Context: an optimization exercise on an open-source flow, tuned for small area, a short achievable clock period and few clock cycles. The choices shown serve that exercise and are no tape-out recipe.
At most, simulation tests tie the RTL to the original design; equivalence was not proved.
No functional check of the RTL was part of runs 5 to 7.
Power figures rest on the tool's default switching activity, not on a simulated workload.

<file path="flow/design.v">
package art_pkg;
  localparam int unsigned ENTRIES_DEF      = 64;
  localparam int unsigned MAX_SUBJECTS_DEF = 16;
  localparam int unsigned MAX_OBJECTS_DEF  = 16;
  localparam int unsigned CFG_W = 5;
  localparam int unsigned LIST_MAX = 16;
  localparam logic [2:0] MODE_ADD  = 3'd0;
  localparam logic [2:0] MODE_REM  = 3'd1;
  localparam logic [2:0] MODE_NEW  = 3'd2;
  localparam logic [2:0] MODE_DEL  = 3'd3;
  localparam logic [2:0] MODE_OCC  = 3'd4;
  localparam logic [2:0] MODE_LIST = 3'd5;
  localparam logic [1:0] ST_DONE = 2'd0;
  localparam logic [1:0] ST_NEW  = 2'd1;
  localparam logic [1:0] ST_NONE = 2'd2;
  localparam logic [1:0] ST_FULL = 2'd3;
  localparam logic CFG_INIT_SUBJ = 1'b0;
  localparam logic CFG_OBJ_CNT   = 1'b1;
  localparam logic [1:0] RIGHTS_RW = 2'b11;
  typedef struct packed {
    logic start;     
    logic scan;      
    logic append;    
    logic finish;    
    logic emit;      
  } art_cmd_t;
  typedef struct packed {
    logic scan_done;   
    logic list_left;   
  } art_sts_t;
endpackage
module access_rights_table_unit
#(
  parameter int unsigned ENTRIES      = art_pkg::ENTRIES_DEF,
  parameter int unsigned MAX_SUBJECTS = art_pkg::MAX_SUBJECTS_DEF,
  parameter int unsigned MAX_OBJECTS  = art_pkg::MAX_OBJECTS_DEF
) (
  input  logic             clk_i,
  input  logic             rst_ni,
  input  logic             cfg_we_i,
  input  logic             cfg_idx_i,
  input  logic [art_pkg::CFG_W-1:0] cfg_data_i,
  input  logic             s_axis_tvalid,
  output logic             s_axis_tready,
  input  logic [15:0]      s_axis_tdata,   
  output logic             m_axis_tvalid,
  input  logic             m_axis_tready,
  output logic [31:0]      m_axis_tdata,   
  output logic             m_axis_tlast
);
  localparam int N = 64;
  logic        hv_q, sv_q;           
  logic [12:0] sc_q;                 
  logic [12:3] hc_q;                 
  logic        push, pop, load;
  assign s_axis_tready = !sv_q;
  assign push = s_axis_tvalid && !sv_q;
  assign load = pop || (push && !hv_q);
  logic [3:0] cs, co;
  logic [1:0] cm;
  assign cs   = hc_q[6:3];
  assign co   = hc_q[10:7];
  assign cm   = hc_q[12:11];
  logic m_add, m_rem, m_new, m_del, m_occ, m_list;
  logic [12:0] nh;
  logic [3:0]  hi_d;
  always_comb begin
    nh = sv_q ? sc_q : s_axis_tdata[12:0];
    if (nh[2:0] == art_pkg::MODE_OCC) nh[6:3] = hi_d;
  end
  logic [3:0] subj_q [0:N-1];
  logic [3:0] obj_q  [0:N-1];
  logic [1:0] rts_q  [0:N-1];
  logic [6:0] count_q;               
  logic       cinc_q, cdec_q;        
  logic [3:0] hi_q;                  
  logic [15:0] gone_q;
  logic [15:0] below_q;              
  logic [4:0] added_q, init_q;
  logic [4:0] objc_q;                
  logic       dany_q;                
  logic [6:0] ptr_q;                 
  logic        o0v_q, o0l_q;
  logic [23:0] o0d_q;
  logic ofree, step;
  assign ofree = !o0v_q || m_axis_tready;
  assign step = hv_q && ofree;
  logic use_s, use_o;
  assign use_s = !m_list;
  assign use_o = m_add || m_rem || m_list;
  logic [N-1:0] valid, p;
  always_comb begin
    for (int i = 0; i < N; i++) begin
      valid[i] = (rts_q[i] != 2'b00);
      p[i] = valid[i] && (!use_s || subj_q[i] == cs) && (!use_o || obj_q[i] == co) &&
             (ptr_q[6] || (6'(i) < ptr_q[5:0]));
    end
  end
  logic [7:0] g_any, g_mul;
  logic [2:0] g_idx [0:7];
  logic [3:0] g_sub [0:7];
  always_comb
    for (int g = 0; g < 8; g++) begin
      logic [7:0] pg, hot;
      logic       seen;
      pg = p[8*g +: 8];
      seen = 1'b0;
      for (int j = 7; j >= 0; j--) begin
        hot[j] = pg[j] && !seen;
        seen = seen || pg[j];
      end
      g_any[g] = |pg;
      g_mul[g] = 1'b0;
      for (int j = 0; j < 8; j++)
        for (int k = j + 1; k < 8; k++) g_mul[g] = g_mul[g] | (pg[j] & pg[k]);
      g_idx[g] = '0;
      g_sub[g] = '0;
      for (int j = 0; j < 8; j++) begin
        g_idx[g] = g_idx[g] | (hot[j] ? 3'(j) : 3'd0);
        g_sub[g] = g_sub[g] | (hot[j] ? subj_q[8*g+j] : 4'd0);
      end
    end
  logic       any_p, multi;
  logic [5:0] hidx;
  logic [3:0] hsubj;
  always_comb begin
    logic [7:0] ghot;
    logic       seen, two;
    seen = 1'b0;
    for (int g = 7; g >= 0; g--) begin
      ghot[g] = g_any[g] && !seen;
      seen = seen || g_any[g];
    end
    any_p = |g_any;
    two = 1'b0;
    for (int g = 0; g < 8; g++)
      for (int k = g + 1; k < 8; k++) two = two | (g_any[g] & g_any[k]);
    multi = two || (|g_mul);
    hidx = '0;
    hsubj = '0;
    for (int g = 0; g < 8; g++) begin
      hidx = hidx | (ghot[g] ? {3'(g), g_idx[g]} : 6'd0);
      hsubj = hsubj | (ghot[g] ? g_sub[g] : 4'd0);
    end
  end
  logic remz;
  always_comb begin
    remz = 1'b0;
    for (int i = 0; i < N; i++)
      remz = remz | (p[i] && ((rts_q[i] & ~cm) == 2'b00));
  end
  logic [N-1:0] sh;
  logic [7:0]   gall, gpre;
  always_comb begin
    for (int g = 0; g < 8; g++) gall[g] = &valid[8*g +: 8];
    gpre[0] = 1'b1;
    for (int g = 1; g < 8; g++) gpre[g] = gpre[g-1] & gall[g-1];
    for (int i = 0; i < N; i++) begin
      sh[i] = gpre[i / 8];
      for (int j = 8 * (i / 8); j < i; j++) sh[i] = sh[i] & valid[j];
    end
  end
  logic [5:0] tot_raw;
  logic       tfull;
  logic [4:0] total;
  assign tot_raw = {1'b0, init_q} + {1'b0, added_q};
  assign tfull = (tot_raw >= 6'd16);
  assign total = tfull ? 5'd16 : tot_raw[4:0];
  logic sub_ok, tfull_tab, shift, ins;
  assign sub_ok = below_q[cs] && !gone_q[cs];
  assign tfull_tab = gpre[7] && gall[7];
  assign shift = step && m_add && sub_ok && (cm != 2'b00) && !tfull_tab;
  assign ins = shift && !any_p;
  logic occ_done, emit, done, last;
  logic empty;
  assign empty = !(|valid);
  assign occ_done = any_p || empty;
  always_comb begin
    emit = 1'b1; done = 1'b1; last = 1'b1;
    if (m_del && any_p) begin emit = 1'b0; done = 1'b0; end
    if (m_occ && !occ_done) begin emit = 1'b0; done = 1'b0; end
    if (m_list && multi) begin done = 1'b0; last = 1'b0; end
  end
  assign pop = step && done;
  logic [4:0] rows;
  assign rows = empty ? 5'd0 : {1'b0, cs} + 5'd1;
  logic [6:0] count;
  assign count = cinc_q ? count_q + 7'd1 : (cdec_q ? count_q - 7'd1 : count_q);
  assign hi_d = (ins && cs > hi_q) ? cs :
                (step && m_occ && !occ_done) ? cs - 4'd1 : hi_q;
  logic [1:0] st;
  logic [4:0] so;
  always_comb begin
    st = art_pkg::ST_NONE;
    so = '0;
    if (m_add) begin
      if (any_p) st = art_pkg::ST_DONE;
      else if (sub_ok) begin
        if (cm == 2'b00) st = art_pkg::ST_DONE;
        else if (tfull_tab) st = art_pkg::ST_FULL;
        else st = art_pkg::ST_NEW;
      end
    end
    if (m_rem && any_p) st = art_pkg::ST_DONE;
    if (m_new) begin
      if (tfull) begin st = art_pkg::ST_FULL; so = 5'd16; end
      else begin st = art_pkg::ST_DONE; so = total + 5'd1; end
    end
    if (m_del && dany_q) st = art_pkg::ST_DONE;
    if (m_occ) st = art_pkg::ST_DONE;
    if (m_list && any_p) begin st = art_pkg::ST_DONE; so = {1'b0, hsubj}; end
  end
  logic [8:0] cells;
  assign cells = empty ? 9'd0 : 9'(cs * objc_q) + 9'(objc_q);
  logic [23:0] res;
  assign res = {m_occ, m_occ ? count : 7'd0, m_occ ? cells : 9'd0, m_occ ? rows : so, st};
  logic [1:0] rorm, randm;
  assign rorm  = m_add ? cm : 2'b00;
  assign randm = m_rem ? ~cm : (m_add ? 2'b11 : 2'b00);
  always_ff @(posedge clk_i) begin
    for (int i = 0; i < N; i++) begin
      if (shift && sh[i]) begin
        subj_q[i] <= (i == 0) ? cs : subj_q[(i == 0) ? 0 : i-1];
        obj_q[i]  <= (i == 0) ? co : obj_q[(i == 0) ? 0 : i-1];
      end
    end
  end
  always_ff @(posedge clk_i or negedge rst_ni) begin
    if (!rst_ni) begin
      for (int i = 0; i < N; i++) rts_q[i] <= 2'b00;
    end else begin
      for (int i = 0; i < N; i++) begin
        if (shift && sh[i]) begin
          if (i == 0) rts_q[i] <= any_p ? 2'b00 : cm;
          else rts_q[i] <= rts_q[(i == 0) ? 0 : i-1] | (p[(i == 0) ? 0 : i-1] ? cm : 2'b00);
        end else if (step && (((m_add || m_rem) && p[i]) || (m_del && !ptr_q[6] && ptr_q[5:0] == 6'(i))))
          rts_q[i] <= (rts_q[i] | rorm) & randm;
      end
    end
  end
  logic [4:0]  init_d, added_d;
  logic [15:0] gone_d, below_d;
  logic [5:0]  tot_d;
  always_comb begin
    init_d = (cfg_we_i && cfg_idx_i == art_pkg::CFG_INIT_SUBJ) ? cfg_data_i : init_q;
    added_d = (step && m_new && !tfull) ? added_q + 5'd1 : added_q;
    gone_d = gone_q;
    if (step && m_del && !any_p && dany_q) gone_d[cs] = 1'b1;
    tot_d = {1'b0, init_d} + {1'b0, added_d};
    for (int k = 0; k < 16; k++) below_d[k] = (6'(k) < tot_d);
  end
  always_ff @(posedge clk_i) begin
    if (ofree) begin
      o0d_q <= res;
      o0l_q <= last;
    end
    if (!sv_q) sc_q <= s_axis_tdata[12:0];
  end
  always_ff @(posedge clk_i or negedge rst_ni) begin
    if (!rst_ni) begin
      hv_q <= 1'b0; sv_q <= 1'b0; hc_q <= '0;
      m_add <= 1'b0; m_rem <= 1'b0; m_new <= 1'b0; m_del <= 1'b0; m_occ <= 1'b0; m_list <= 1'b0;
      count_q <= '0; cinc_q <= 1'b0; cdec_q <= 1'b0; hi_q <= '0; gone_q <= '0; added_q <= '0;
      init_q <= 5'd2; objc_q <= 5'd2; below_q <= 16'h0003;
      ptr_q <= 7'd64; dany_q <= 1'b0;
      o0v_q <= 1'b0;
    end else begin
      if (cfg_we_i && cfg_idx_i == art_pkg::CFG_OBJ_CNT)
        objc_q <= (cfg_data_i > 5'd16) ? 5'd16 : cfg_data_i;
      init_q <= init_d;
      added_q <= added_d;
      gone_q <= gone_d;
      below_q <= below_d;
      if (load) begin
        hc_q <= nh[12:3];
        m_add  <= (nh[2:0] == art_pkg::MODE_ADD);
        m_rem  <= (nh[2:0] == art_pkg::MODE_REM);
        m_new  <= (nh[2:0] == art_pkg::MODE_NEW);
        m_del  <= (nh[2:0] == art_pkg::MODE_DEL);
        m_occ  <= (nh[2:0] == art_pkg::MODE_OCC);
        m_list <= (nh[2:0] == art_pkg::MODE_LIST);
      end else if (step && m_occ && !occ_done) begin
        hc_q[6:3] <= hc_q[6:3] - 4'd1;
      end
      if (pop) begin
        if (sv_q) sv_q <= push;
        else hv_q <= push;
      end else if (push) begin
        if (!hv_q) hv_q <= 1'b1;
        else sv_q <= 1'b1;
      end
      if (step) begin
        ptr_q <= (done || m_occ) ? 7'd64 : {1'b0, hidx};
        dany_q <= done ? 1'b0 : (dany_q || (m_del && any_p));
      end
      count_q <= count;
      cinc_q <= ins;
      cdec_q <= step && ((m_rem && any_p && remz) || (m_del && !ptr_q[6]));
      hi_q <= hi_d;
      if (ofree) o0v_q <= step && emit;
    end
  end
  logic       o_occ;
  logic [4:0] o_x;
  assign o_occ = o0d_q[23];
  assign o_x = o0d_q[6:2];
  assign m_axis_tvalid = o0v_q;
  assign m_axis_tdata  = {4'b0, o0d_q[22:7], o_occ ? o_x : 5'd0,
                          o_occ ? 5'd0 : o_x, o0d_q[1:0]};
  assign m_axis_tlast  = o0l_q;
endmodule
</file>
<file path="flow/run.sh">
#!/bin/bash
# synth_recipe.tcl (not shown) runs the flow's synth.tcl, then flattens the netlist and writes it again
# the make line also repeats each setting of config.mk as NAME=value (left out here)
make -C /OpenROAD-flow-scripts/flow DESIGN_CONFIG=/design/flow/config.mk WORK_HOME=/design/flow/orfs CLKGATE_MAP_FILE= SYNTH_SCRIPT=/design/flow/synth_recipe.tcl finish
</file>
<file path="flow/config.mk">
export PLATFORM = sky130hd
export DESIGN_NAME = access_rights_table_unit
export DESIGN_NICKNAME = access_rights_table_unit
export VERILOG_FILES = /design/flow/design.v
export SDC_FILE = /design/flow/constraint.sdc
export NUM_CORES = 4
export LEC_CHECK = 0
export CAP_MARGIN = 20
export CORE_MARGIN = 2
export CORE_UTILIZATION = 40
export CTS_CLUSTER_DIAMETER = 80
export CTS_CLUSTER_SIZE = 30
export PLACE_DENSITY = 0.6
export SETUP_SLACK_MARGIN = 3.3
export SLEW_MARGIN = 20
</file>
<file path="flow/constraint.sdc">
create_clock -name core_clock -period 8.0 [get_ports {clk_i}]
set_input_delay 1.6000 -clock core_clock [delete_from_list [all_inputs] [get_ports {clk_i}]]
set_output_delay 1.6000 -clock core_clock [all_outputs]
set_load 0.01 [all_outputs]
</file>
==> results of run 1 <==
worst max path at each step:
stage | endpoint | slack (ns) | cells after the start
after floorplan | obj_q[17][0] | 3.27 | 16
after global placement | obj_q[30][3] | 1.58 | 12
after detailed placement | obj_q[30][3] | 1.52 | 12
after CTS | o0d_q[4] | 3.29 | 15
after global routing | rts_q[21][0] | 3.24 | 16
final | o0d_q[4] | 3.28 | 14
final cells by class:
class	count	area (um2)	area share
Inverter	97	392	0.00803
Antenna cell	5	12.5	0.000257
Multi-Input combinational cell	2837	20300	0.417
Timing Repair Buffer	295	2840	0.0583
Clock inverter	36	484	0.00993
Tap cell	1403	1760	0.0360
Clock buffer	46	1110	0.0227
Sequential cell	765	21800	0.448
flip-flops by register name (all words and copies together), names as in the netlist, 4 cells and up:
| signal | flops |
|---|---|
| obj_q | 256 |
| subj_q | 256 |
| rts_q | 128 |
| o0d_q | 24 |
| below_q | 16 |
| gone_q | 16 |
| sc_q | 13 |
| hc_q | 10 |
| count_q | 7 |
| ptr_q | 7 |
| added_q | 5 |
| init_q | 5 |
| objc_q | 5 |
| hi_q | 4 |
Yosys cell counts (33+ instances only):
master    count  share of area
and2_1       38         0.0055
nor2_1      347          0.030
a22oi_1     200          0.035
ha_1         40          0.012
mux2_2       33         0.0087
edfxtp_1    537           0.38
dfrtp_1     210           0.12
xnor2_1     523           0.11
clkbuf_1    137          0.012
a21oi_1     446          0.052
nand4_1      46         0.0067
nor3_1       56         0.0065
nor4_1       44         0.0064
a41oi_1     128          0.026
o21ai_0     142          0.017
inv_1        93         0.0081
nand2_1     208          0.018
logic make-up (layout without fill, tap and decap cells):
kind of cell             Yosys count  in the layout  share of synthesized area
flip-flops                       765            765                      0.507
XOR/XNOR                         542            542                      0.111
AND/OR/NAND/NOR                  958            961                      0.110
AO/OA/AOI/OAI                   1205           1205                      0.185
buffers and inverters            350            474                     0.0492
multiplexers                      73             73                     0.0202
adder cells (fa/ha/maj)           52             52                     0.0173
other                              1              9                  0.0000874
layer usage:
metal  vias up  track usage  part of all wire
li1      14957            -                 -
met1     17093        0.363              0.41
met2      1732        0.419              0.45
met3       354       0.0537             0.090
met4         4        0.116             0.048
met5         -            0           0.00018
timing repair:
item / CTS / global route
pin swaps: 35 / 26
buffers inserted: 79 / 34
setup endpoints to repair: 489 / 214
gates cloned: 2 / 2
gates resized for setup: 152 / 65
metrics by stage:
stage                util  setup slack, ns
floorplan               -             3.27
global placement    0.421             1.58
detailed placement  0.421             1.52
CTS                 0.451             3.29
global route        0.457             3.24
finish              0.457             3.28
worst reg2reg max path, stage by stage (launching register included):
cell and delay (ns):
dfrtp_4 0.51, buf_6 0.17, a2111oi_4 0.38, buf_4 0.21, or3_1 0.16, nor3_1 0.08
or4_4 0.57, or4_4 0.56, or4_4 0.56, or4_4 0.51, buf_6 0.16, a41oi_4 0.23
a21oi_4 0.09, o2111ai_4 0.22, a32o_1 0.23
power groups by stage:
| stage | registers (mW) | logic, mW | clock network, mW |
|---|---|---|---|
| after detailed placement | 5.11 | 4.83 | 0 |
| after CTS | 4.78 | 5.66 | 2.80 |
| after global placement | 5.10 | 4.76 | 0 |
| after global routing | 4.80 | 6.25 | 2.94 |
| final | 4.77 | 5.87 | 2.75 |
| after floorplan | 4.61 | 4.10 | 0 |
==> results.yml, run 1 <==
status:
  status: "complete, no violations"
critical_path:
  start_kind: "flip-flop"
  r2r-start: "ptr_q[1]"
  required_ns: 8.58
  crit_path_end_kind: "flip-flop"
  cp_common_cell: "or4_4"
  arrival_ns: 5.30
  path_class: "flip-flop to flip-flop"
  slowest_delay_ns: 0.57
  critPathBufInv: 3
  cpLargestDelayFamily: "simple AND/OR/NAND/NOR gates"
  crit_chain: "buf_6 > a2111oi_4 > buf_4 > or3_1 > nor3_1 > or4_4 > or4_4 > or4_4 > or4_4 > buf_6 > a41oi_4 > a21oi_4 > o2111ai_4 > a32o_1"
  path_max_fanout: 9
  reg2reg_depth: 14
  crit_start: "ptr_q[1]"
  cp_slowest_cell: "or4_4"
  r2r_slack_ns: 3.28
  r2r_end: "o0d_q[4]"
routing:
  postRouteAntennaNets: 0
  num_vias: 34140
  viasPerCell: 6.23
  drc: 0
  drt_first_pass_iters: 6
  finalWirelength_mm: 151
  drtIter0Drc: 4561
  wl_per_cell_um: 27.5
layout:
  area_delta_synth_final_pct: 13.6
  layoutNonFillerInstCount: 5484
  stdcell_area_um2: 48800
  layout-drive-gt1-share: 0.153
  final_cell_mix: "537 x edfxtp_1, 519 x xnor2_1, 437 x a21oi_1"
  final_common_cell: "edfxtp_1"
  finalNetCount: 4119
  fillCellCount: 9908
flow_run:
  cap_violations: 0
pwr:
  power_switching_mw: 5.54
  powerDensity_nw_per_um2: 275
  power_frac_comb: 0.438
  sw_frac_of_total: 0.414
  internal_power_mw: 7.85
  pwr-share-clk: 0.205
  ir_worst_vdd_mv: 0.362
  p_total_mw: 13.4
  leakage_nw: 16.0
  power.share.sequential: 0.357
clock_tree:
  clock_latency_ns: 0.70
  hold_buffers: 0
  cts-buffers-inserted: 44
  cts.sink_count: 765
  clockBufferDepth: 3
  clk_pin_slew_ns: 0.11
  htree_levels: 2
  cts-root-buf: "clkbuf_16"
  cts_tree: "built"
global_route:
  grt_overflow_total: 0
  grt_pass1_wl_mm: 224
  grt_usage: 0.268
  grt_max_degree: 90
  antenna_found_initial: 4
  grt_pass1_vias: 33160
hold_path:
  hp-start: "gone_q[3]"
  hold_class: "flip-flop to flip-flop"
  hold_depth: 1
  hold_end: "gone_q[3]"
floorplan:
  start_util: 0.402
  die_area_um2: 110000
  rows: 120
  io_pins: 62
  fp.dieH_um: 332
  coreArea_um2: 107000
  die_w_um: 332
sta:
  tightestPinTransition_ns: 1.26
  fin_tns_setup_ns: 0
  min_period_ns: 4.72
  finalHoldViolations: 0
  rsz0062_at_grt: "true"
  fin_worst_skew_ns: 0.0544
  drv_slew: 0
  fmaxAchievable_mhz: 212
  relSlewSlack: 0.150
  period_share: 0.590
  timing.hold.ws_ns: 0.455
  setup_violations: 0
yosys:
  synth_edf_count: 537
  ys_types: 96
  synth_seq_cells: 765
  syn_avg_cell_area_um2: 10.9
  ys.warnings.count: 6
  async_flop_share: 0.281
  netlist_area_um2: 42900
  syn_inst: 3946
  synthFlopType: "edfxtp_1"
  ys_seq_area_frac: 0.507
place:
  io_buffer_count: 54
  gp_congestion: 1.07
  dpl_cell_area_um2: 44900
  post-place-cells: 5279
  hpwl_mm: 107
Testbench counts, summed over its fixed seeds: cycles 7,924.
==> run 2: changes to the inputs <==
--- a/flow/config.mk
+++ b/flow/config.mk
@@ -12,4 +12,4 @@
 export CTS_CLUSTER_SIZE = 30
 export PLACE_DENSITY = 0.6
-export SETUP_SLACK_MARGIN = 3.3
+export SETUP_SLACK_MARGIN = 3.2
 export SLEW_MARGIN = 20
==> run 2 against run 1 <==
- final cell count fell by 0.35%
- clock power barely moved
- critical path type unchanged
- setup slack got worse by 0.22 ns
- sequential power barely moved
- core utilization fell by 0.29 points
- still clean
==> results.yml, run 2 <==
sta:
  setup_violations: 0
  drv_slew: 0
  min_period_ns: 4.94
  setup_slack_ns: 3.06
  tightestPinTransition_ns: 1.23
  period_share: 0.618
  fin_tns_setup_ns: 0
  relSlewSlack: 0.179
  fmaxAchievable_mhz: 202
  fin_worst_skew_ns: 0.0513
  rsz0062_at_grt: "true"
  finalHoldViolations: 0
yosys:
  async_flop_share: 0.281
  synth_most_common_cell: "edfxtp_1"
  ys.warnings.count: 6
  synth_top_area_frac: 0.376
  ys_seq_area_frac: 0.507
  ys_types: 96
  synth_seq_cells: 765
  synth_edf_count: 537
  yosys-top-cells-count: "537 x edfxtp_1, 523 x xnor2_1, 446 x a21oi_1, 347 x nor2_1, 210 x dfrtp_1"
  syn_inst: 3946
  synth_area_leaders: "edfxtp_1 38%, dfrtp_1 12%, xnor2_1 11%, a21oi_1 5.2%, a22oi_1 3.5%"
  netlist_area_um2: 42900
  synth_top_area_cell: "edfxtp_1"
  syn_avg_cell_area_um2: 10.9
  synthFlopType: "edfxtp_1"
routing:
  drtIter0Drc: 4266
  drt_first_pass_iters: 8
  drc: 0
  wl_per_cell_um: 28.1
  wl_met2_mm: 67.9
  top_layer_used: "met5"
  postRouteAntennaNets: 0
  wl_met3_mm: 14.2
  viasPerCell: 6.23
  num_vias: 34072
  met1_length_mm: 63.5
  finalWirelength_mm: 153
global_route:
  grt_pass1_wl_mm: 224
  grt_max_degree: 82
  grt_pass1_vias: 32407
  grt_usage: 0.271
  antenna_found_initial: 2
  grt_overflow_total: 0
critical_path:
  start_kind: "flip-flop"
  r2r_end: "o0d_q[4]"
  r2r-start: "ptr_q[1]"
  crit_start: "ptr_q[1]"
  path_max_fanout: 14
  path_class: "flip-flop to flip-flop"
  required_ns: 8.56
  reg2reg_depth: 14
  r2r_slack_ns: 3.06
  arrival_ns: 5.50
  crit_path_end_kind: "flip-flop"
floorplan:
  coreArea_um2: 107000
  die_area_um2: 110000
  fp.dieH_um: 332
  io_pins: 62
  die_w_um: 332
  rows: 120
  start_util: 0.402
pwr:
  ir_worst_vdd_mv: 0.312
  leakage_nw: 15.9
  p_total_mw: 13.4
  powerDensity_nw_per_um2: 277
clock_tree:
  cts-root-buf: "clkbuf_16"
  cts-buffers-inserted: 42
  htree_levels: 2
  cts_tree: "built"
  clock_latency_ns: 0.69
  clk_pin_slew_ns: 0.11
  clockBufferDepth: 3
  hold_buffers: 0
  cts.sink_count: 765
place:
  pre_cts_ws_ns: 1.48
  gp_congestion: 1.05
  hpwl_mm: 108
  io_buffer_count: 54
layout:
  final_common_cell: "edfxtp_1"
  final_cell_mix: "537 x edfxtp_1, 523 x xnor2_1, 439 x a21oi_1"
  fillCellCount: 9853
  finalNetCount: 4106
  reg_top3: "obj_q (256), subj_q (256), rts_q (128)"
  layout-drive-gt1-share: 0.145
  area_delta_synth_final_pct: 12.9
  utilization: 0.454
status:
  status: "complete, no violations"
hold_path:
  hold_end: "gone_q[1]"
  hold_depth: 1
  hp-start: "gone_q[1]"
  hold_class: "flip-flop to flip-flop"
flow_run:
  cap_violations: 0
[run 2: where the power goes]
group          leakage [nW]  internal [mW]  switching (mW)
sequential             7.43           4.44           0.321
clock                 0.745           1.17            1.56
combinational          7.77           2.25            3.69
total                  15.9           7.86            5.57
[run 2: kinds of logic after synthesis]
group | count (synthesis) | synth area share
AOI/OAI and AO/OA | 1205 | 0.185
other | 1 | 0.0000874
xor gates and xnor gates | 542 | 0.111
DFF | 765 | 0.507
buffers and inverters | 350 | 0.0492
muxes | 73 | 0.0202
adders and majority gates | 52 | 0.0173
and+or+nand+nor | 958 | 0.110
[run 2: worst max-delay path, stage by stage, from the launching register on]
cell       delay (ns)
dfrtp_4          0.60
buf_4            0.25
nand2_2          0.24
a211o_1          0.22
nor3_1           0.07
buf_4            0.18
or4_4            0.58
or4_4            0.60
or4_4            0.58
or4_4            0.56
buf_4            0.17
a41oi_2          0.21
a21oi_2          0.12
o2111ai_4        0.21
a32o_1           0.23
[run 2: area by class of cell]
cell class | instances | area [um2] | area share
antenna | 1 | 2.50 | 0.0000517
timing repair buffer | 286 | 2750 | 0.0567
multi-input combinational | 2835 | 20200 | 0.416
clock inverter | 30 | 468 | 0.00966
clock buffer | 48 | 1100 | 0.0228
tap | 1403 | 1760 | 0.0362
sequential | 765 | 21800 | 0.451
inverter | 97 | 379 | 0.00783
[run 2: how the worst max path moves through the flow]
stage	end	slack, ns
4_1_cts	o0d_q[5]	2.96
5_1_grt	o0d_q[5]	3.05
6_report	o0d_q[4]	3.06
3_5_place_dp	obj_q[30][1]	1.48
3_3_place_gp	obj_q[30][1]	1.54
2_1_floorplan	obj_q[62][0]	3.08
[run 2: metal layers]
layer / track usage / vias to the layer above
li1: - / 14906
met1: 0.370 / 17046
met2: 0.413 / 1769
met3: 0.0576 / 349
met4: 0.120 / 2
met5: 0 / -
[run 2: what timing repair did]
| action | in CTS | in global routing |
|---|---|---|
| endpoints found under the hold margin | 0 | 0 |
| gates cloned | 0 | 1 |
| setup buffers | 57 | 37 |
| setup endpoints to repair | 490 | 223 |
| pin swaps | 14 | 15 |
| gates resized for setup | 98 | 94 |
[run 2: metrics by stage]
stage | std cells | cell area [um2] | hold slack, ns
floorplan | 3949 | 43000 | 0.419
global placement | 5291 | 44900 | 0.429
detailed placement | 5291 | 44900 | 0.436
CTS | 5426 | 47600 | 0.461
global route | 5464 | 48400 | 0.472
finish | 5465 | 48400 | 0.458
==> run 3: changes to the inputs <==
--- a/flow/config.mk
+++ b/flow/config.mk
@@ -12,4 +12,4 @@
 export CTS_CLUSTER_SIZE = 30
 export PLACE_DENSITY = 0.6
-export SETUP_SLACK_MARGIN = 3.2
+export SETUP_SLACK_MARGIN = 3.4
 export SLEW_MARGIN = 20
==> run 3 against run 2 <==
- clock-buffer cell count increased by 1
- sequential share of layout area fell by 0.38 points
- register-to-register slack improved by 0.11 ns
- critical path depth decreased by 1
- critical endpoint is now o0d_q[5]
- highest routed layer unchanged
==> results.yml, run 3 <==
status:
  status: "complete, no violations"
clock_tree:
  cts.sink_count: 765
  clock_latency_ns: 0.71
  clk_pin_slew_ns: 0.11
  cts_tree: "built"
  cts-root-buf: "clkbuf_16"
  htree_levels: 2
  cts-buffers-inserted: 44
  clockBufferDepth: 3
layout:
  fillCellCount: 9836
  final_cell_mix: "537 x edfxtp_1, 522 x xnor2_1, 438 x a21oi_1"
  final_common_cell: "edfxtp_1"
  utilization: 0.458
  final-seq-area_um2: 21800
  area_delta_synth_final_pct: 13.8
  layout-drive-gt1-share: 0.151
  reg_top3: "obj_q (256), subj_q (256), rts_q (128)"
  diodes: 0
  finalNetCount: 4105
  multi_input_area_um2: 20300
critical_path:
  critPathBufInv: 2
  slowest_delay_ns: 0.62
  arrival_ns: 5.36
  path_class: "flip-flop to flip-flop"
  crit_chain: "buf_4 > nand2_1 > a31oi_1 > nor4b_2 > buf_6 > or4_4 > or4_4 > or4_4 > or4_4 > a41oi_4 > a2111oi_4 > and3_4 > o32ai_4"
  start_kind: "flip-flop"
  required_ns: 8.52
  cpLargestDelayFamily: "simple AND/OR/NAND/NOR gates"
  path_max_fanout: 19
  cp_slowest_cell: "dfrtp_2"
  cp_common_cell: "or4_4"
  crit_path_end_kind: "flip-flop"
pwr:
  powerDensity_nw_per_um2: 277
  ir_worst_vdd_mv: 0.252
  leakage_nw: 16.1
  power_switching_mw: 5.62
  power_frac_comb: 0.439
  power.share.sequential: 0.352
  sw_frac_of_total: 0.416
  internal_power_mw: 7.89
  pwr-share-clk: 0.209
yosys:
  syn_inst: 3946
  synth_area_leaders: "edfxtp_1 38%, dfrtp_1 12%, xnor2_1 11%, a21oi_1 5.2%, a22oi_1 3.5%"
  ys.warnings.count: 6
  synth_top_area_cell: "edfxtp_1"
  synthFlopType: "edfxtp_1"
  synth_most_common_cell: "edfxtp_1"
  netlist_area_um2: 42900
  yosys-top-cells-count: "537 x edfxtp_1, 523 x xnor2_1, 446 x a21oi_1, 347 x nor2_1, 210 x dfrtp_1"
  ys_types: 96
  ys_seq_area_frac: 0.507
  async_flop_share: 0.281
  syn_avg_cell_area_um2: 10.9
  synth_seq_cells: 765
  synth_edf_count: 537
  synth_top_area_frac: 0.376
sta:
  fmaxAchievable_mhz: 207
  min_period_ns: 4.83
  finalHoldViolations: 0
  drv_slew: 0
  tightestPinTransition_ns: 1.16
  period_share: 0.604
  setup_violations: 0
  fin_tns_setup_ns: 0
  rsz0062_at_grt: "true"
  relSlewSlack: 0.222
  fin_worst_skew_ns: 0.0658
global_route:
  grt_overflow_total: 0
  grt_usage: 0.268
  antenna_found_initial: 6
  grt_pass1_vias: 32485
  grt_max_degree: 78
  grt_pass1_wl_mm: 222
place:
  gp_congestion: 1.05
  hpwl_mm: 107
  io_buffer_count: 54
routing:
  postRouteAntennaNets: 0
  num_vias: 34025
  finalWirelength_mm: 151
  drtIter0Drc: 4405
  drc: 0
  drt_first_pass_iters: 6
  wl_per_cell_um: 27.7
  viasPerCell: 6.23
floorplan:
  start_util: 0.402
  die_area_um2: 110000
  die_w_um: 332
  io_pins: 62
  coreArea_um2: 107000
  rows: 120
  fp.dieH_um: 332
flow_run:
  cap_violations: 0
hold_path:
  hold_class: "flip-flop to flip-flop"
[run 3: cell counts after synthesis]
No cell type changed its count.
[run 3: per-layer routing]
layer,up-vias,global-route usage,part of all wire,routed length [um]
li1,14910,-,-,-
met1,17029,0.364,0.41,62200
met4,8,0.110,0.049,7440
met3,345,0.0533,0.091,13800
met2,1733,0.419,0.45,67800
met5,-,0,0.00034,52
[run 3: metrics by stage]
stage | setup slack [ns] | hold WS, ns | area [um2] | instances | power (mW)
final | 3.17 | 0.453 | 48800 | 5465 | 13.5
after CTS | 3.26 | 0.458 | 48200 | 5445 | 13.4
after global placement | 1.79 | 0.430 | 44900 | 5283 | 9.86
after detailed placement | 1.70 | 0.436 | 44900 | 5284 | 9.91
after floorplan | 3.33 | 0.419 | 43100 | 3949 | 8.73
after global routing | 3.19 | 0.474 | 48800 | 5465 | 14.1
[run 3: area by class of cell]
| class | instances | share of cell area |
|---|---|---|
| multi-input cells | 2835 | 0.417 |
| well taps | 1403 | 0.0359 |
| flip-flops and latches | 765 | 0.447 |
| inverters | 97 | 0.00812 |
| repair buffers | 283 | 0.0580 |
| clock inverters | 33 | 0.0104 |
| clock buffers | 49 | 0.0240 |
[run 3: power groups by stage]
stage / logic (mW) / clock network, mW / registers, mW
after floorplan: 4.11 / 0 / 4.62
after global placement: 4.68 / 0 / 5.18
after detailed placement: 4.73 / 0 / 5.19
after CTS: 5.78 / 2.88 / 4.74
after global routing: 6.31 / 3.00 / 4.78
final: 5.94 / 2.82 / 4.75
[run 3: worst reg2reg max path: stages (launching register included)]
cell and delay, ns:
dfrtp_2 0.62, buf_4 0.27, nand2_1 0.18, a31oi_1 0.17, nor4b_2 0.21, buf_6 0.18, or4_4 0.48, or4_4 0.59
or4_4 0.58, or4_4 0.60, a41oi_4 0.24, a2111oi_4 0.07, and3_4 0.21, o32ai_4 0.27
[run 3: worst paths after layout]
kind,startpoint,endpoint,slack (ns),depth (start not counted)
hold / removal,gone_q[6],gone_q[6],0.45,1
min in group asynchronous,rst_ni,rts_q[7][0],0.90,1
max in group asynchronous,rst_ni,hc_q[3],5.72,2
setup / recovery,ptr_q[1],o0d_q[5],3.17,13
setup reg to reg,ptr_q[1],o0d_q[5],3.17,13
hold reg to reg,gone_q[6],gone_q[6],0.45,1
[run 3: logic make-up after synthesis]
| kind of cell | Yosys count | share of synthesized area |
|---|---|---|
| compound gates | 1205 | 0.185 |
| simple gates | 958 | 0.110 |
| flops | 765 | 0.507 |
| xor+xnor | 542 | 0.111 |
| buf+inv | 350 | 0.0492 |
| mux | 73 | 0.0202 |
| fa+ha+maj | 52 | 0.0173 |
| other cells | 1 | 0.0000874 |
[run 3: what timing repair did]
item	in CTS	in global routing
gates cloned	1	0
buffers inserted	78	20
gates resized for setup	130	85
pin swaps	27	18
hold buffers	0	0
endpoints found under the setup margin	536	220
==> run 4: changes to the inputs <==
--- a/flow/config.mk
+++ b/flow/config.mk
@@ -8,8 +8,8 @@
 export CAP_MARGIN = 20
 export CORE_MARGIN = 2
-export CORE_UTILIZATION = 40
+export CORE_UTILIZATION = 45
 export CTS_CLUSTER_DIAMETER = 80
 export CTS_CLUSTER_SIZE = 30
-export PLACE_DENSITY = 0.6
-export SETUP_SLACK_MARGIN = 3.4
+export PLACE_DENSITY = 0.65
+export SETUP_SLACK_MARGIN = 3.3
 export SLEW_MARGIN = 20
==> run 4 against run 3 <==
- hold slack improved by 0.0040 ns
- routed wire length decreased by 2.1%
- critical endpoint unchanged
- still clean on timing, DRC and antenna
- die area decreased by 11%
- via count increased by 1.4%
- clock power decreased by 8.5%
==> results.yml, run 4 <==
status:
  status: "complete, no violations"
global_route:
  grt_pass1_vias: 33426
  grt_usage: 0.297
  antenna_found_initial: 5
  grt_overflow_total: 0
  grt_pass1_wl_mm: 220
  grt_max_degree: 118
critical_path:
  start_kind: "flip-flop"
  r2r_end: "o0d_q[5]"
  crit_path_end_kind: "flip-flop"
  path_max_fanout: 47
  r2r_slack_ns: 3.12
  path_class: "flip-flop to flip-flop"
  reg2reg_depth: 15
  r2r-start: "hc_q[7]"
  required_ns: 8.49
  arrival_ns: 5.36
routing:
  drc: 0
  drt_first_pass_iters: 6
  wl_per_cell_um: 27.8
  finalWirelength_mm: 148
  viasPerCell: 6.47
  drtIter0Drc: 4431
  postRouteAntennaNets: 0
  num_vias: 34507
yosys:
  synthFlopType: "edfxtp_1"
  synth_edf_count: 537
  synth_seq_cells: 765
  async_flop_share: 0.281
  synth_top_area_frac: 0.376
  synth_area_leaders: "edfxtp_1 38%, dfrtp_1 12%, xnor2_1 11%, a21oi_1 5.2%, a22oi_1 3.5%"
  yosys-top-cells-count: "537 x edfxtp_1, 523 x xnor2_1, 446 x a21oi_1, 347 x nor2_1, 210 x dfrtp_1"
  ys_types: 96
  syn_inst: 3946
  syn_avg_cell_area_um2: 10.9
  ys_seq_area_frac: 0.507
  ys.warnings.count: 6
  synth_top_area_cell: "edfxtp_1"
  netlist_area_um2: 42900
  synth_most_common_cell: "edfxtp_1"
place:
  io_buffer_count: 54
  gp_congestion: 1.06
  post-place-cells: 5135
  hpwl_mm: 103
hold_path:
  hold_depth: 1
  hold_class: "flip-flop to flip-flop"
  hold_end: "gone_q[1]"
  hp-start: "gone_q[1]"
pwr:
  p_total_mw: 13.2
  leakage_nw: 16.1
  powerDensity_nw_per_um2: 273
  ir_worst_vdd_mv: 0.393
sta:
  relSlewSlack: 0.149
  rsz0062_at_grt: "true"
  tightestPinTransition_ns: 1.27
  fin_tns_setup_ns: 0
  period_share: 0.610
  timing.hold.ws_ns: 0.457
  min_period_ns: 4.88
  fmaxAchievable_mhz: 205
  fin_worst_skew_ns: 0.0525
  finalHoldViolations: 0
  setup_violations: 0
  drv_slew: 0
clock_tree:
  cts-buffers-inserted: 41
  cts-root-buf: "clkbuf_16"
  clockBufferDepth: 3
  cts.sink_count: 765
  clock_latency_ns: 0.66
  clk_pin_slew_ns: 0.11
  cts_tree: "built"
  htree_levels: 2
flow_run:
  cap_violations: 0
floorplan:
  coreArea_um2: 94700
  fp.dieH_um: 313
  die_area_um2: 97800
  die_w_um: 313
  io_pins: 62
  rows: 113
  start_util: 0.453
layout:
  layout-drive-gt1-share: 0.152
  area_delta_synth_final_pct: 13.2
  final_common_cell: "edfxtp_1"
  finalNetCount: 4116
  layoutNonFillerInstCount: 5336
  final_cell_mix: "537 x edfxtp_1, 521 x xnor2_1, 436 x a21oi_1"
  reg_top3: "obj_q (256), subj_q (256), rts_q (128)"
-- run 4: cell counts after synthesis --
No cell type changed its count.
-- run 4: cells by family after synthesis --
group / after synthesis / share of synthesized area
AOI/OAI and AO/OA: 1205 / 0.185
DFF: 765 / 0.507
muxes: 73 / 0.0202
buffers and inverters: 350 / 0.0492
xor gates and xnor gates: 542 / 0.111
other: 1 / 0.0000874
adders and majority gates: 52 / 0.0173
and+or+nand+nor: 958 / 0.110
-- run 4: metrics by stage --
step                      cell area [um2]  utilization  setup WS (ns)
after floorplan                     43100            -           3.27
final                               48600        0.513           3.12
after global routing                48600        0.513           3.12
after global placement              44700        0.472           1.60
after CTS                           48000        0.507           3.27
after detailed placement            44700        0.472           1.44
-- run 4: layer usage --
metal	track usage	part of all wire
met5	0	0
met1	0.404	0.40
met3	0.0633	0.10
met2	0.451	0.44
met4	0.147	0.059
-- run 4: worst max path at each step --
stage                       start  slack (ns)           end
floorplan                 hc_q[6]        3.27  obj_q[17][0]
global placement    m_axis_tready        1.60  obj_q[30][2]
detailed placement  m_axis_tready        1.44  obj_q[30][1]
CTS                       hc_q[7]        3.27      o0d_q[5]
global route              hc_q[8]        3.12      o0d_q[5]
finish                    hc_q[7]        3.12      o0d_q[5]
-- run 4: final cells by class --
type	instances	area [um2]
clock inverters	29	389
well taps	1265	1580
inverters	97	392
clock buffers	45	1050
fillers	8500	46200
repair buffers	297	2940
diodes	3	7.51
multi-input cells	2835	20400
flip-flops and latches	765	21800
-- run 4: repair_timing --
item                       CTS  global route
cloned                       1             0
pin swaps                   31            14
hold buffers                 0             0
resized for setup          145            64
setup endpoints to repair  474           215
buffers inserted           103            19
-- run 4: worst max-delay path, stage by stage (launching register included) --
cell and delay [ns]:
dfrtp_4 0.50, buf_4 0.15, buf_12 0.16, xnor2_4 0.24
a41oi_2 0.25, nor4b_1 0.08, buf_4 0.19, or2_2 0.35
or4_4 0.56, or4_4 0.57, or4_4 0.59, a41oi_4 0.27
a2111oi_2 0.06, buf_4 0.17, and3_4 0.20, o32ai_2 0.19
-- run 4: power by group --
part,leakage (nW),switching (mW),internal (mW)
Clock,0.704,1.49,1.09
Combinational,7.94,3.67,2.25
Sequential,7.43,0.295,4.45
==> run 5: changes to the inputs <==
--- a/flow/design.v
+++ b/flow/design.v
@@ -86,7 +86,5 @@
   assign ofree = !o0v_q || m_axis_tready;
   assign step = hv_q && ofree;
-  logic use_s, use_o;
-  assign use_s = !m_list;
-  assign use_o = m_add || m_rem || m_list;
+  logic use_s, use_o;                
   logic [N-1:0] valid, p;
   always_comb begin
@@ -261,4 +259,5 @@
       hv_q <= 1'b0; sv_q <= 1'b0; hc_q <= '0;
       m_add <= 1'b0; m_rem <= 1'b0; m_new <= 1'b0; m_del <= 1'b0; m_occ <= 1'b0; m_list <= 1'b0;
+      use_s <= 1'b0; use_o <= 1'b0;
       count_q <= '0; cinc_q <= 1'b0; cdec_q <= 1'b0; hi_q <= '0; gone_q <= '0; added_q <= '0;
       init_q <= 5'd2; objc_q <= 5'd2; below_q <= 16'h0003;
@@ -280,4 +279,7 @@
         m_occ  <= (nh[2:0] == art_pkg::MODE_OCC);
         m_list <= (nh[2:0] == art_pkg::MODE_LIST);
+        use_s  <= (nh[2:0] != art_pkg::MODE_LIST);
+        use_o  <= (nh[2:0] == art_pkg::MODE_ADD) || (nh[2:0] == art_pkg::MODE_REM) ||
+                  (nh[2:0] == art_pkg::MODE_LIST);
       end else if (step && m_occ && !occ_done) begin
         hc_q[6:3] <= hc_q[6:3] - 4'd1;
--- a/flow/config.mk
+++ b/flow/config.mk
@@ -8,8 +8,8 @@
 export CAP_MARGIN = 20
 export CORE_MARGIN = 2
-export CORE_UTILIZATION = 45
+export CORE_UTILIZATION = 40
 export CTS_CLUSTER_DIAMETER = 80
 export CTS_CLUSTER_SIZE = 30
-export PLACE_DENSITY = 0.65
+export PLACE_DENSITY = 0.6
 export SETUP_SLACK_MARGIN = 3.3
 export SLEW_MARGIN = 20
==> run 5 against run 4 <==
- critical path depth decreased by 2
- core utilization decreased by 6.0 points
- first-iteration DRC count increased by 7.8%
- combinational power decreased by 3%
- clock skew decreased by 0.0015 ns
- maximum frequency increased by 3.0%
==> results.yml, run 5 <==
global_route:
  grt_pass1_vias: 32821
  grt_overflow_total: 0
  grt_usage: 0.275
  grt_pass1_wl_mm: 226
  grt_max_degree: 92
  antenna_found_initial: 9
pwr:
  internal_power_mw: 7.63
  sw_frac_of_total: 0.417
  ir_worst_vdd_mv: 0.190
  power.share.sequential: 0.361
  powerDensity_nw_per_um2: 270
  leakage_nw: 17.2
  pwr-share-clk: 0.201
  power_frac_comb: 0.438
  power_switching_mw: 5.46
routing:
  num_vias: 34587
  postRouteAntennaNets: 0
  viasPerCell: 6.34
  finalWirelength_mm: 157
  drc: 0
  drtIter0Drc: 4778
  drt_first_pass_iters: 8
  wl_per_cell_um: 28.7
yosys:
  yosys-top-cells-count: "537 x edfxtp_1, 480 x xor2_1, 402 x a21oi_1, 311 x nor2_1"
  synth_edf_count: 537
  ys.warnings.count: 6
  syn_inst: 3983
  synth_most_common_cell: "edfxtp_1"
  synth_top_area_frac: 0.375
  async_flop_share: 0.283
  netlist_area_um2: 43000
  synth_seq_cells: 767
  ys_seq_area_frac: 0.507
  ys_types: 104
  synth_area_leaders: "edfxtp_1 37%, dfrtp_1 12%, xor2_1 9.8%, a21oi_1 4.7%, nor2_1 2.7%"
  synth_top_area_cell: "edfxtp_1"
  synthFlopType: "edfxtp_1"
  syn_avg_cell_area_um2: 10.8
sta:
  fin_tns_setup_ns: 0
  fin_worst_skew_ns: 0.0509
  fmaxAchievable_mhz: 211
  period_share: 0.592
  setup_violations: 0
  rsz0062_at_grt: "true"
  tightestPinTransition_ns: 1.23
  min_period_ns: 4.73
  relSlewSlack: 0.174
  finalHoldViolations: 0
  drv_slew: 0
place:
  io_buffer_count: 54
  gp_congestion: 1.07
  hpwl_mm: 110
layout:
  final-seq-area_um2: 21900
  final_common_cell: "edfxtp_1"
  area_delta_synth_final_pct: 12.5
  multi_input_area_um2: 20300
  utilization: 0.453
  finalNetCount: 4101
  layout-drive-gt1-share: 0.143
  fillCellCount: 9900
  final_cell_mix: "537 x edfxtp_1, 477 x xor2_1, 396 x a21oi_1"
  reg_top3: "obj_q (256), subj_q (256), rts_q (128)"
floorplan:
  io_pins: 62
  coreArea_um2: 107000
  fp.dieH_um: 332
  die_w_um: 332
  start_util: 0.402
  die_area_um2: 110000
  rows: 120
clock_tree:
  cts-root-buf: "clkbuf_16"
  htree_levels: 2
  cts-buffers-inserted: 41
  clk_pin_slew_ns: 0.12
  clockBufferDepth: 3
  cts.sink_count: 767
  clock_latency_ns: 0.70
  cts_tree: "built"
status:
  status: "complete, no violations"
hold_path:
  hold_class: "flip-flop to flip-flop"
critical_path:
  slowest_delay_ns: 0.87
  crit_chain: "nor2_1 > a311oi_4 > nand3_1 > buf_4 > or4b_4 > nor4_2 > buf_4 > nand4_1 > or4_4 > a21oi_2 > nor3_2 > nand4_1 > a41o_1"
  path_class: "flip-flop to flip-flop"
  required_ns: 8.56
  arrival_ns: 5.29
  start_kind: "flip-flop"
  crit_path_end_kind: "flip-flop"
  path_max_fanout: 11
  cp_slowest_cell: "nor2_1"
flow_run:
  cap_violations: 0
[run 5: changes by cell type after synthesis, moves of 14 or more]
cell and delta:
xnor2_1 -461, xor2_1 +461, a41oi_1 -119, o41ai_1 +112
a22oi_1 -58, a21oi_1 -44, a221oi_1 +44, and3_1 +37
nor2_1 -36, o21ai_0 +36, nand3_1 +27, nor4_1 -20
clkbuf_1 +17, buf_12 -14
[run 5: layout make-up]
class / count / share of cell area
clock inverters: 31 / 0.00855
repair buffers: 272 / 0.0548
diodes: 1 / 0.0000517
clock buffers: 45 / 0.0217
inverters: 96 / 0.00799
well taps: 1403 / 0.0363
flip-flops and latches: 767 / 0.452
multi-input cells: 2844 / 0.419
[run 5: kinds of logic after synthesis]
group,Yosys count,synth area share
compound gates,1193,0.185
xor+xnor,542,0.110
fa+ha+maj,53,0.0174
buf+inv,376,0.0456
flops,767,0.507
mux,78,0.0201
other cells,1,0.0000872
simple gates,973,0.114
[run 5: per-stage QoR]
| step | instance area (um2) | power [mW] | hold WS [ns] | instances | setup WS [ns] |
|---|---|---|---|---|---|
| 2_1_floorplan | 43100 | 8.26 | 0.419 | 3986 | 3.32 |
| 3_3_place_gp | 44700 | 9.56 | 0.437 | 5259 | 1.83 |
| 3_5_place_dp | 44700 | 9.62 | 0.435 | 5260 | 1.71 |
| 4_1_cts | 47400 | 12.8 | 0.460 | 5414 | 3.30 |
| 5_1_grt | 48400 | 13.6 | 0.469 | 5458 | 3.26 |
| 6_report | 48400 | 13.1 | 0.457 | 5459 | 3.27 |
[run 5: worst paths after layout]
path	cells past startpoint	startpoint	slack, ns	endpoint
max in group asynchronous	2	rst_ni	5.43	hc_q[11]
setup reg to reg	13	rts_q[53][1]	3.27	o0d_q[5]
hold / removal	1	gone_q[12]	0.46	gone_q[12]
min in group asynchronous	1	rst_ni	0.94	objc_q[3]
setup / recovery	13	rts_q[53][1]	3.27	o0d_q[5]
hold reg to reg	1	gone_q[12]	0.46	gone_q[12]
[run 5: worst max-delay path, delay by kind of cell (launching register included)]
family,cells,cell delay [ns]
AOI/OAI and AO/OA,3,0.67
buffers and inverters,2,0.40
DFF,1,0.44
and+or+nand+nor,8,3.10
[run 5: metal layers]
metal | GRT usage | wire (um) | part of all wire
met5 | 0 | 57 | 0.00036
met1 | 0.365 | 63000 | 0.40
met4 | 0.137 | 9000 | 0.057
met3 | 0.0670 | 15700 | 0.10
met2 | 0.419 | 69200 | 0.44
[run 5: timing repair]
item,in CTS,in global routing
hold buffers,0,0
cloned,1,1
gates resized for setup,110,127
buffers inserted,77,43
endpoints found under the setup margin,438,224
pin swaps,15,26
[run 5: power by group through the flow]
stage | sequential, mW | combinational (mW) | clock, mW
after global routing | 4.76 | 6.08 | 2.80
final | 4.73 | 5.73 | 2.62
after global placement | 5.14 | 4.42 | 0
after floorplan | 4.66 | 3.60 | 0
after detailed placement | 5.14 | 4.48 | 0
after CTS | 4.72 | 5.40 | 2.67
==> run 6: changes to the inputs <==
--- a/flow/config.mk
+++ b/flow/config.mk
@@ -12,4 +12,4 @@
 export CTS_CLUSTER_SIZE = 30
 export PLACE_DENSITY = 0.6
-export SETUP_SLACK_MARGIN = 3.3
+export SETUP_SLACK_MARGIN = 3.4
 export SLEW_MARGIN = 20
==> run 6 against run 5 <==
- routed wire length increased by 4.4%
- final area up 1.2%
- combinational power rose by 3.7%
- clock skew shrank 0.020 ns
- core utilization increased by 0.57 points
- critical path depth stayed put
- register-to-register slack got worse by 0.05 ns
- first-iteration DRC count increased by 5.9%
- flip-flop and latch count stayed put
- final cell count increased by 0.70%
- synthesized cell count unchanged
- hold slack worse by 0.0022 ns
- critical path type unchanged
- critical endpoint unchanged
- largest power group unchanged
==> results.yml, run 6 <==
pwr:
  powerDensity_nw_per_um2: 275
  power_frac_comb: 0.442
  ir_worst_vdd_mv: 0.208
  power.share.sequential: 0.356
  power_switching_mw: 5.69
  leakage_nw: 17.5
  internal_power_mw: 7.77
  p_total_mw: 13.5
  pwr-share-clk: 0.202
  sw_frac_of_total: 0.423
yosys:
  netlist_area_um2: 43000
  synth_area_leaders: "edfxtp_1 37%, dfrtp_1 12%, xor2_1 9.8%, a21oi_1 4.7%, nor2_1 2.7%"
  syn_avg_cell_area_um2: 10.8
  synth_most_common_cell: "edfxtp_1"
  synth_top_area_cell: "edfxtp_1"
  synth_edf_count: 537
  synth_seq_cells: 767
  ys_seq_area_frac: 0.507
  synthFlopType: "edfxtp_1"
  yosys-top-cells-count: "537 x edfxtp_1, 480 x xor2_1, 402 x a21oi_1, 311 x nor2_1"
  synth_top_area_frac: 0.375
  syn_inst: 3983
  ys_types: 104
  ys.warnings.count: 6
  async_flop_share: 0.283
routing:
  top_layer_used: "met5"
  drt_first_pass_iters: 9
  met1_length_mm: 67.2
  wl_met2_mm: 70.6
  postRouteAntennaNets: 0
  num_vias: 34832
  drtIter0Drc: 5062
  wl_per_cell_um: 29.8
  drc: 0
  finalWirelength_mm: 164
  wl_met3_mm: 16.0
  viasPerCell: 6.34
layout:
  reg_top3: "obj_q (256), subj_q (256), rts_q (128)"
  layout-drive-gt1-share: 0.155
  final_common_cell: "edfxtp_1"
  multi_input_area_um2: 20400
  finalNetCount: 4138
  final_cell_mix: "537 x edfxtp_1, 477 x xor2_1, 396 x a21oi_1"
  fillCellCount: 9908
  final-seq-area_um2: 21900
  area_delta_synth_final_pct: 13.9
global_route:
  antenna_found_initial: 6
  grt_usage: 0.288
  grt_max_degree: 142
  grt_pass1_wl_mm: 235
  grt_pass1_vias: 33207
  grt_overflow_total: 0
critical_path:
  r2r_slack_ns: 3.22
  start_kind: "flip-flop"
  r2r-start: "hc_q[8]"
  path_max_fanout: 11
  reg2reg_depth: 13
  path_class: "flip-flop to flip-flop"
  required_ns: 8.42
  crit_path_end_kind: "flip-flop"
  r2r_end: "o0d_q[5]"
  arrival_ns: 5.20
floorplan:
  coreArea_um2: 107000
  fp.dieH_um: 332
  die_area_um2: 110000
  die_w_um: 332
  rows: 120
  io_pins: 62
  start_util: 0.402
place:
  pre_cts_ws_ns: 1.58
  gp_congestion: 1.06
  io_buffer_count: 54
  hpwl_mm: 113
sta:
  relSlewSlack: 0.176
  timing.hold.ws_ns: 0.455
  setup_slack_ns: 3.22
  min_period_ns: 4.78
  fin_tns_setup_ns: 0
  tightestPinTransition_ns: 1.24
  finalHoldViolations: 0
  fmaxAchievable_mhz: 209
  period_share: 0.598
  fin_worst_skew_ns: 0.0305
  rsz0062_at_grt: "true"
  drv_slew: 0
  setup_violations: 0
clock_tree:
  cts-root-buf: "clkbuf_16"
  clk_pin_slew_ns: 0.11
  clockBufferDepth: 3
  cts-buffers-inserted: 42
  htree_levels: 2
  cts.sink_count: 767
  cts_tree: "built"
  clock_latency_ns: 0.66
hold_path:
  hold_depth: 1
  hold_end: "gone_q[11]"
  hp-start: "gone_q[11]"
  hold_class: "flip-flop to flip-flop"
status:
  status: "complete, no violations"
flow_run:
  cap_violations: 0
-- run 6: cell counts after synthesis --
Identical to the previous run, type by type.
-- run 6: cell families (layout without fill, tap and decap cells) --
logic type / count (synthesis) / after routing / share of synthesized area
other: 1 / 6 / 0.0000872
adders and majority gates: 53 / 53 / 0.0174
buffers and inverters: 376 / 480 / 0.0456
and+or+nand+nor: 973 / 975 / 0.114
xor gates and xnor gates: 542 / 542 / 0.110
muxes: 78 / 78 / 0.0201
DFF: 767 / 767 / 0.507
AOI/OAI and AO/OA: 1193 / 1193 / 0.185
-- run 6: layout make-up --
class                      count  area share
clock buffer                  47      0.0225
sequential                   767       0.446
timing repair buffer         307      0.0615
antenna                        2    0.000102
tap                         1403      0.0358
inverter                      96     0.00812
multi-input combinational   2845       0.417
clock inverter                30     0.00893
-- run 6: power groups by stage --
stage | clock network (mW) | logic (mW) | registers (mW)
2_1_floorplan | 0 | 3.61 | 4.66
3_3_place_gp | 0 | 4.37 | 5.26
3_5_place_dp | 0 | 4.43 | 5.27
4_1_cts | 2.75 | 5.65 | 4.79
5_1_grt | 2.88 | 6.26 | 4.83
6_report | 2.72 | 5.94 | 4.80
-- run 6: timing repair --
action,CTS,global route
resized for setup,154,110
buffers inserted,94,48
hold buffers,0,0
gates cloned,2,0
endpoints found under the setup margin,531,221
pin swaps,28,24
-- run 6: routing by layer --
| layer | global-route usage | vias up |
|---|---|---|
| met2 | 0.429 | 1920 |
| met4 | 0.150 | 4 |
| li1 | - | 15053 |
| met3 | 0.0603 | 417 |
| met5 | 0 | - |
| met1 | 0.395 | 17438 |
-- run 6: worst max path at each step --
stage	start	end	slack, ns	depth (start not counted)
final	hc_q[8]	o0d_q[5]	3.22	13
after global routing	hc_q[4]	rts_q[5][1]	3.21	16
after detailed placement	m_axis_tready	obj_q[62][1]	1.58	9
after CTS	rts_q[16][0]	obj_q[63][2]	3.34	10
after global placement	ptr_q[5]	hc_q[5]	1.69	12
after floorplan	m_axis_tready	obj_q[62][0]	3.41	9
-- run 6: worst max-delay path: stages (launching register included) --
cell and delay (ns):
dfrtp_4 0.52, buf_4 0.17, buf_12 0.18, xor2_1 0.18, o41ai_1 0.71, and3_2 0.57
nor2_1 0.17, a22oi_1 0.23, nor2_1 0.06, a221oi_1 0.45, a21oi_4 0.16, nor3_4 0.40
nand4_1 0.37, a41o_1 0.36
-- run 6: metrics by stage --
stage | util | area (um2) | instances
2_1_floorplan | - | 43100 | 3986
3_3_place_gp | 0.419 | 44800 | 5273
3_5_place_dp | 0.419 | 44800 | 5273
4_1_cts | 0.450 | 48100 | 5446
5_1_grt | 0.458 | 49000 | 5496
6_report | 0.458 | 49000 | 5497
==> run 7: changes to the inputs <==
--- a/flow/design.v
+++ b/flow/design.v
@@ -86,5 +86,7 @@
   assign ofree = !o0v_q || m_axis_tready;
   assign step = hv_q && ofree;
-  logic use_s, use_o;                
+  logic use_s, use_o;
+  assign use_s = !m_list;
+  assign use_o = m_add || m_rem || m_list;
   logic [N-1:0] valid, p;
   always_comb begin
@@ -101,11 +103,6 @@
     for (int g = 0; g < 8; g++) begin
       logic [7:0] pg, hot;
-      logic       seen;
       pg = p[8*g +: 8];
-      seen = 1'b0;
-      for (int j = 7; j >= 0; j--) begin
-        hot[j] = pg[j] && !seen;
-        seen = seen || pg[j];
-      end
+      for (int j = 0; j < 8; j++) hot[j] = pg[j] && !(|(pg >> (j + 1)));
       g_any[g] = |pg;
       g_mul[g] = 1'b0;
@@ -124,10 +121,6 @@
   always_comb begin
     logic [7:0] ghot;
-    logic       seen, two;
-    seen = 1'b0;
-    for (int g = 7; g >= 0; g--) begin
-      ghot[g] = g_any[g] && !seen;
-      seen = seen || g_any[g];
-    end
+    logic       two;
+    for (int g = 0; g < 8; g++) ghot[g] = g_any[g] && !(|(g_any >> (g + 1)));
     any_p = |g_any;
     two = 1'b0;
@@ -259,5 +252,4 @@
       hv_q <= 1'b0; sv_q <= 1'b0; hc_q <= '0;
       m_add <= 1'b0; m_rem <= 1'b0; m_new <= 1'b0; m_del <= 1'b0; m_occ <= 1'b0; m_list <= 1'b0;
-      use_s <= 1'b0; use_o <= 1'b0;
       count_q <= '0; cinc_q <= 1'b0; cdec_q <= 1'b0; hi_q <= '0; gone_q <= '0; added_q <= '0;
       init_q <= 5'd2; objc_q <= 5'd2; below_q <= 16'h0003;
@@ -279,7 +271,4 @@
         m_occ  <= (nh[2:0] == art_pkg::MODE_OCC);
         m_list <= (nh[2:0] == art_pkg::MODE_LIST);
-        use_s  <= (nh[2:0] != art_pkg::MODE_LIST);
-        use_o  <= (nh[2:0] == art_pkg::MODE_ADD) || (nh[2:0] == art_pkg::MODE_REM) ||
-                  (nh[2:0] == art_pkg::MODE_LIST);
       end else if (step && m_occ && !occ_done) begin
         hc_q[6:3] <= hc_q[6:3] - 4'd1;
--- a/flow/config.mk
+++ b/flow/config.mk
@@ -12,4 +12,4 @@
 export CTS_CLUSTER_SIZE = 30
 export PLACE_DENSITY = 0.6
-export SETUP_SLACK_MARGIN = 3.4
+export SETUP_SLACK_MARGIN = 3.3
 export SLEW_MARGIN = 20
==> run 7 against run 6 <==
- combinational power is about 10% higher
- core utilization hardly changed
- non-clock buffer count is 15 lower
- via count is 1.5% lower
- synthesized cell count is 1.3% lower
- routed wire length is 4.1% lower
- maximum frequency is 0.45% lower
==> results.yml, run 7 <==
place:
  pre_cts_ws_ns: 1.80
  post-place-cells: 5258
  gp_congestion: 1.06
  io_buffer_count: 54
  hpwl_mm: 108
clock_tree:
  clockBufferDepth: 3
  hold_buffers: 0
  htree_levels: 2
  cts-root-buf: "clkbuf_16"
  cts-buffers-inserted: 43
  clock_latency_ns: 0.69
  cts.sink_count: 765
  cts_tree: "built"
  clk_pin_slew_ns: 0.11
global_route:
  grt_pass1_wl_mm: 227
  antenna_found_initial: 2
  grt_pass1_vias: 32359
  grt_max_degree: 137
  grt_overflow_total: 0
  grt_usage: 0.276
yosys:
  synth_top_area_frac: 0.376
  ys.warnings.count: 6
  syn_avg_cell_area_um2: 10.9
  ys_types: 99
  yosys-top-cells-count: "537 x edfxtp_1, 513 x xnor2_1, 417 x a21oi_1, 328 x nor2_1, 210 x dfrtp_1"
  async_flop_share: 0.281
  synth_seq_cells: 765
  syn_inst: 3932
  synth_area_leaders: "edfxtp_1 38%, dfrtp_1 12%, xnor2_1 10%, a21oi_1 4.9%, a22oi_1 3.3%"
  netlist_area_um2: 42800
  synth_top_area_cell: "edfxtp_1"
  synthFlopType: "edfxtp_1"
  synth_edf_count: 537
  ys_seq_area_frac: 0.508
  synth_most_common_cell: "edfxtp_1"
pwr:
  ir_worst_vdd_mv: 0.331
  powerDensity_nw_per_um2: 288
  p_total_mw: 14.1
  leakage_nw: 16.2
critical_path:
  required_ns: 8.51
  crit_start: "hc_q[12]"
  start_kind: "flip-flop"
  endpoint: "cdec_q"
  crit_path_end_kind: "flip-flop"
  reg2reg_depth: 10
  r2r_end: "cdec_q"
  path_max_fanout: 51
  r2r-start: "hc_q[12]"
  arrival_ns: 5.32
  r2r_slack_ns: 3.20
  path_class: "flip-flop to flip-flop"
sta:
  fmaxAchievable_mhz: 208
  tightestPinTransition_ns: 1.19
  fin_tns_setup_ns: 0
  finalHoldViolations: 0
  fin_worst_skew_ns: 0.0624
  period_share: 0.600
  min_period_ns: 4.80
  setup_slack_ns: 3.20
  relSlewSlack: 0.209
  rsz0062_at_grt: "true"
  drv_slew: 0
  setup_violations: 0
routing:
  viasPerCell: 6.29
  drtIter0Drc: 4905
  finalWirelength_mm: 157
  drt_first_pass_iters: 6
  wl_per_cell_um: 28.8
  postRouteAntennaNets: 0
  num_vias: 34293
  drc: 0
layout:
  reg_top3: "obj_q (256), subj_q (256), rts_q (128)"
  finalNetCount: 4095
  layoutNonFillerInstCount: 5455
  final_cell_mix: "537 x edfxtp_1, 512 x xnor2_1, 409 x a21oi_1"
  final_common_cell: "edfxtp_1"
  fillCellCount: 9951
  utilization: 0.459
  layout-drive-gt1-share: 0.160
  area_delta_synth_final_pct: 14.2
hold_path:
  hold_class: "flip-flop to flip-flop"
floorplan:
  start_util: 0.402
  rows: 120
  coreArea_um2: 107000
  die_area_um2: 110000
  fp.dieH_um: 331
  die_w_um: 331
  io_pins: 62
flow_run:
  cap_violations: 0
status:
  status: "complete, no violations"
run 7: area by class of cell:
cell class | count | area, um2 | share of cell area
antenna | 2 | 5.00 | 0.000102
tap | 1403 | 1760 | 0.0359
clock buffer | 46 | 1110 | 0.0227
clock inverter | 33 | 472 | 0.00964
timing repair buffer | 292 | 2830 | 0.0579
sequential | 765 | 21800 | 0.446
inverter | 94 | 379 | 0.00775
multi-input combinational | 2820 | 20500 | 0.420
run 7: logic make-up after synthesis:
group | share of synthesized area
buffers and inverters | 0.0460
and+or+nand+nor | 0.112
muxes | 0.0208
DFF | 0.508
other | 0.0000875
xor gates and xnor gates | 0.110
adders and majority gates | 0.0178
AOI/OAI and AO/OA | 0.185
run 7: repair_timing:
action                     4_1_cts  5_1_grt
pin swaps                       12       39
resized for setup              137      136
setup endpoints to repair      388      234
cloned                           3        2
setup buffers                   54       57
run 7: metal layers:
layer | vias up | track usage | share of wire
met2 | 1928 | 0.415 | 0.44
met5 | - | 0 | 0.00015
li1 | 14895 | - | -
met3 | 394 | 0.0584 | 0.097
met4 | 4 | 0.145 | 0.061
met1 | 17072 | 0.374 | 0.41
run 7: worst min-delay path by stage:
stage	startpoint	endpoint	slack (ns)	cells past startpoint
finish	obj_q[18][1]	obj_q[19][1]	0.47	0
global route	obj_q[17][2]	obj_q[18][2]	0.49	0
CTS	gone_q[1]	gone_q[1]	0.47	1
detailed placement	gone_q[1]	gone_q[1]	0.45	1
global placement	gone_q[9]	gone_q[9]	0.44	1
floorplan	gone_q[10]	gone_q[10]	0.43	1
run 7: report_power, final:
part	switching [mW]	internal (mW)
Clock	1.62	1.14
Combinational	4.09	2.45
Sequential	0.331	4.44
run 7: stage by stage:
step	hold slack, ns	cell area [um2]
CTS	0.473	47700
detailed placement	0.446	44800
global route	0.489	48900
global placement	0.439	44800
floorplan	0.428	42900
finish	0.471	48900
run 7: critical path: stages, from the launching register on:
cell	delay (ns)
dfrtp_4	0.73
inv_2	0.77
buf_4	0.53
a22oi_1	0.24
a22oi_1	0.41
nand4_1	0.15
or4_1	0.53
nor4_1	0.43
nand4b_1	0.29
a21oi_1	0.39
nor2_1	0.13

==> static timing again, ports no longer ideal <==
In the flow no input, the clock included, has a driving cell. The finished layouts below were timed again as built, in two steps. Step 1 (the two cells are an assumption about what drives the block):
set clk [get_ports {clk_i}]
set_driving_cell -lib_cell sky130_fd_sc_hd__clkbuf_16 $clk
set_driving_cell -lib_cell sky130_fd_sc_hd__buf_2 [delete_from_list [all_inputs] $clk]
Step 2, shift: input delay + t, output delay - t, t = (earliest + latest rising clock arrival at the registers) / 2. This alone moves slack from input paths to output paths. Slacks: no drivers / after step 1 / after step 2; pairs: no drivers / after step 1.
| run | t, ns | setup WS [ns] | hold WS [ns] | worst setup path after step 2 | worst register clock-pin slew, ns |
|---|---|---|---|---|---|
| run 1 | 0.754 | 3.282 / 3.282 / 2.707 | 0.455 / 0.455 / 0.455 | input to register | 0.12 / 0.12 |
| run 2 | 0.738 | 3.057 / 3.057 / 2.652 | 0.458 / 0.458 / 0.458 | input to register | 0.12 / 0.12 |
| run 3 | 0.748 | 3.167 / 3.167 / 2.745 | 0.453 / 0.453 / 0.453 | input to register | 0.12 / 0.12 |
| run 4 | 0.712 | 3.123 / 3.123 / 2.755 | 0.457 / 0.457 / 0.457 | input to register | 0.11 / 0.11 |
| run 5 | 0.746 | 3.265 / 3.265 / 2.774 | 0.457 / 0.457 / 0.457 | input to register | 0.12 / 0.12 |
| run 6 | 0.714 | 3.220 / 3.220 / 2.857 | 0.455 / 0.455 / 0.455 | input to register | 0.12 / 0.12 |
| run 7 | 0.730 | 3.198 / 3.198 / 2.859 | 0.471 / 0.471 / 0.471 | input to register | 0.12 / 0.12 |
After both steps every run listed still meets setup and hold. The setup slack of run 1, which loses most, moves by 0.000 ns with the drivers and by -0.575 ns with both steps.
